Source: an optimization exercise on an open RTL-to-GDS flow (aim: small area, a short achievable clock period and few clock cycles per item). Production flows keep margins and buffers that such runs may drop. In this exercise RTL edits were held to simulation tests only and were not proved equivalent to the original.

// anffl_tex_etc1_encoder
module anffl_tex_etc1_encoder
(
  input  logic        clk,
  input  logic        rst_n,
  input  logic        in_valid,
  output logic        in_ready,
  input  logic [23:0] in_texel,
  output logic        out_valid,
  input  logic        out_ready,
  output logic [63:0] out_block,
  output logic        busy
);
export LEC_CHECK = 0
export CAP_MARGIN = 20
export CORE_MARGIN = 2
export CORE_UTILIZATION = 40
export CTS_BUF_LIST = sky130_fd_sc_hd__clkbuf_4 sky130_fd_sc_hd__clkbuf_8
export SLEW_MARGIN = 20
create_clock -name core_clock -period 17.0 [get_ports {clk}]
run.sh (not shown) runs the stock make flow with config.mk's settings and CLKGATE_MAP_FILE= SYNTH_SCRIPT=/design/flow/synth_recipe.tcl, a recipe that flattens the netlist after the stock synthesis.
Testbench counts at the start, summed over its fixed seeds: cycles 6,328, blocks 384.
Rerun with:
- CTS_BUF_LIST: sky130_fd_sc_hd__clkbuf_4 sky130_fd_sc_hd__clkbuf_8 -> default
- CTS_CLUSTER_DIAMETER: default -> 120
- CTS_CLUSTER_SIZE: default -> 20
Maximum frequency goes up by 3.9%. Cell count goes down by about 2.7%.
Rerun with:
- CORE_UTILIZATION: 40 -> 60
- CTS_CLUSTER_DIAMETER: 120 -> default
- CTS_CLUSTER_SIZE: 20 -> default
- PLACE_DENSITY: default -> 0.7
- maximum frequency drops by about 0.7%
- cell area climbs by 2.1%
- sequential share of layout area drops by 0.76 points
- setup slack got worse by 0.038 ns
- wire length drops by 4.3%
- hold slack got worse by 0.015 ns
- core utilization climbs by 23 points
- die area drops by 33%
- via count climbs by about 1.9%

== JK ==
Starting RTL as in the previous note.
make LEC_CHECK=0 CAP_MARGIN=20 CORE_MARGIN=2 CORE_UTILIZATION=40 CTS_CLUSTER_DIAMETER=100 CTS_CLUSTER_SIZE=25 GPL_ROUTABILITY_DRIVEN=0 SLEW_MARGIN=20 finish   # period 17.0 ns
Testbench counts of JK, summed over its fixed seeds: cycles 6,328, blocks 384.
The following lists how MS was set up differently from JK:
# JK
export LEC_CHECK = 0
export CAP_MARGIN = 20
export CORE_MARGIN = 2
export CORE_UTILIZATION = 40
export CTS_CLUSTER_DIAMETER = 100
export CTS_CLUSTER_SIZE = 25
export GPL_ROUTABILITY_DRIVEN = 0
export SLEW_MARGIN = 20
create_clock -name core_clock -period 17.0 [get_ports {clk}]
# MS
export LEC_CHECK = 0
export CAP_MARGIN = 20
export CORE_MARGIN = 2
export CORE_UTILIZATION = 40
export CTS_CLUSTER_DIAMETER = 100
export CTS_CLUSTER_SIZE = 25
export SLEW_MARGIN = 20
create_clock -name core_clock -period 17.0 [get_ports {clk}]
Results
Final critical-path setup slack on MS is up relative to JK.
NOTE: logic depth of the worst path, buffers included in MS falls short of that of JK
Min via count across MS and JK: MS
Comparing JK with MS, the fraction of area in registers came out essentially unchanged.
MS: PASS, flow complete, no timing, DRC or antenna violations
MS — setup slack after placement 0.0031 ns higher, JK as reference
MS ends up with a initial DRC count that is about 9% lower than in JK.
Worst hold slack (lower): JK
MS vs JK — final wirelength climbed slightly

anffl_tex_etc1_encoder again, from the RTL that the note above started with.
export LEC_CHECK = 0
export CAP_MARGIN = 20
export CORE_MARGIN = 2
export CORE_UTILIZATION = 40
export CTS_CLUSTER_DIAMETER = 100
export CTS_CLUSTER_SIZE = 25
export PLACE_DENSITY = 0.75
export SLEW_MARGIN = 20
create_clock -name core_clock -period 17.0 [get_ports {clk}]
Testbench counts at the start, summed over its fixed seeds: cycles 6,328, blocks 384.
==> next run, changes <==
--- a/flow/config.mk
+++ b/flow/config.mk
@@ -10,5 +10,4 @@
 export CORE_UTILIZATION = 40
-export CTS_CLUSTER_DIAMETER = 100
-export CTS_CLUSTER_SIZE = 25
-export PLACE_DENSITY = 0.75
+export CTS_CLUSTER_DIAMETER = 90
+export CTS_CLUSTER_SIZE = 30
 export SLEW_MARGIN = 20
After rerunning: The changed run finished with timing, DRC and antenna clean. Worst setup slack is better by 0.15 ns. Cell count hardly moves. Design area is higher by 0.30%.
==> next run, changes <==
--- a/flow/config.mk
+++ b/flow/config.mk
@@ -10,4 +10,2 @@
 export CORE_UTILIZATION = 40
-export CTS_CLUSTER_DIAMETER = 90
-export CTS_CLUSTER_SIZE = 30
 export SLEW_MARGIN = 20
What happened: The changed run ran to the end with no violations; worst setup slack loses 0.049 ns; via count goes up by about 1.1%; worst hold slack improved by 0.010 ns; non-clock buffer count does not change; first-iteration DRC count rose by 3.6%.
==> next run, changes <==
--- a/flow/config.mk
+++ b/flow/config.mk
@@ -7,2 +7,3 @@
 export LEC_CHECK = 0
+export ABC_AREA = 1
 export CAP_MARGIN = 20
@@ -10,2 +11,4 @@
 export CORE_UTILIZATION = 40
+export CTS_CLUSTER_DIAMETER = 100
+export CTS_CLUSTER_SIZE = 25
 export SLEW_MARGIN = 20
Core utilization shrinks by 1.2 points; register-to-register slack loses 0.41 ns; design area drops by 3.9%; setup slack is worse by 0.31 ns; first-iteration DRC count rose by 4.8%; critical path depth is higher by 17; final cell count came out higher by 7.6%; routed wire length climbs by 8.4%; clock skew climbs by 0.0065 ns.

==> separate check: timing with driven ports <==
How much do the figures lean on ideal ports? The routed layouts below were timed once more, with nothing changed but the port constraints. Step 1 sets driving cells, clkbuf_16 on the clock port and buf_2 on the other inputs (assumed; they add their load-dependent delay and slew). Step 2 also shifts input and output timing later by t, the mid clock arrival at the registers, as if the neighbouring blocks saw the same clock. Slacks: ideal ports / drivers / drivers and shift; pairs: ideal ports / drivers.
run	t (ns)	slack for setup (ns)	worst register clock-pin slew, ns	worst data-port slew with drivers (ns)	cell pins on the clock port's net
the first run of note 1	1.060	11.448 / 11.374 / 11.061	0.08 / 0.08	0.05	1
the second run of note 1	0.821	11.656 / 11.571 / 11.122	0.09 / 0.09	0.05	1
the third run of note 1	0.892	11.617 / 11.537 / 11.014	0.07 / 0.07	0.05	1
JK	0.820	11.630 / 11.585 / 11.083	0.11 / 0.11	0.04	1
MS	0.819	11.689 / 11.606 / 11.072	0.11 / 0.11	0.05	1
the first run of note 3	0.798	11.530 / 11.530 / 11.427	0.11 / 0.11	0.07	1
the second run of note 3	0.802	11.676 / 11.590 / 11.112	0.12 / 0.12	0.05	1
the third run of note 3	0.887	11.627 / 11.542 / 11.087	0.08 / 0.08	0.05	1
the fourth run of note 3	0.830	11.314 / 11.314 / 11.314	0.11 / 0.11	0.11	1
After both steps every run listed still meets setup and hold. The setup slack of MS, which loses most, moves by -0.083 ns with the drivers and by -0.617 ns with both steps.
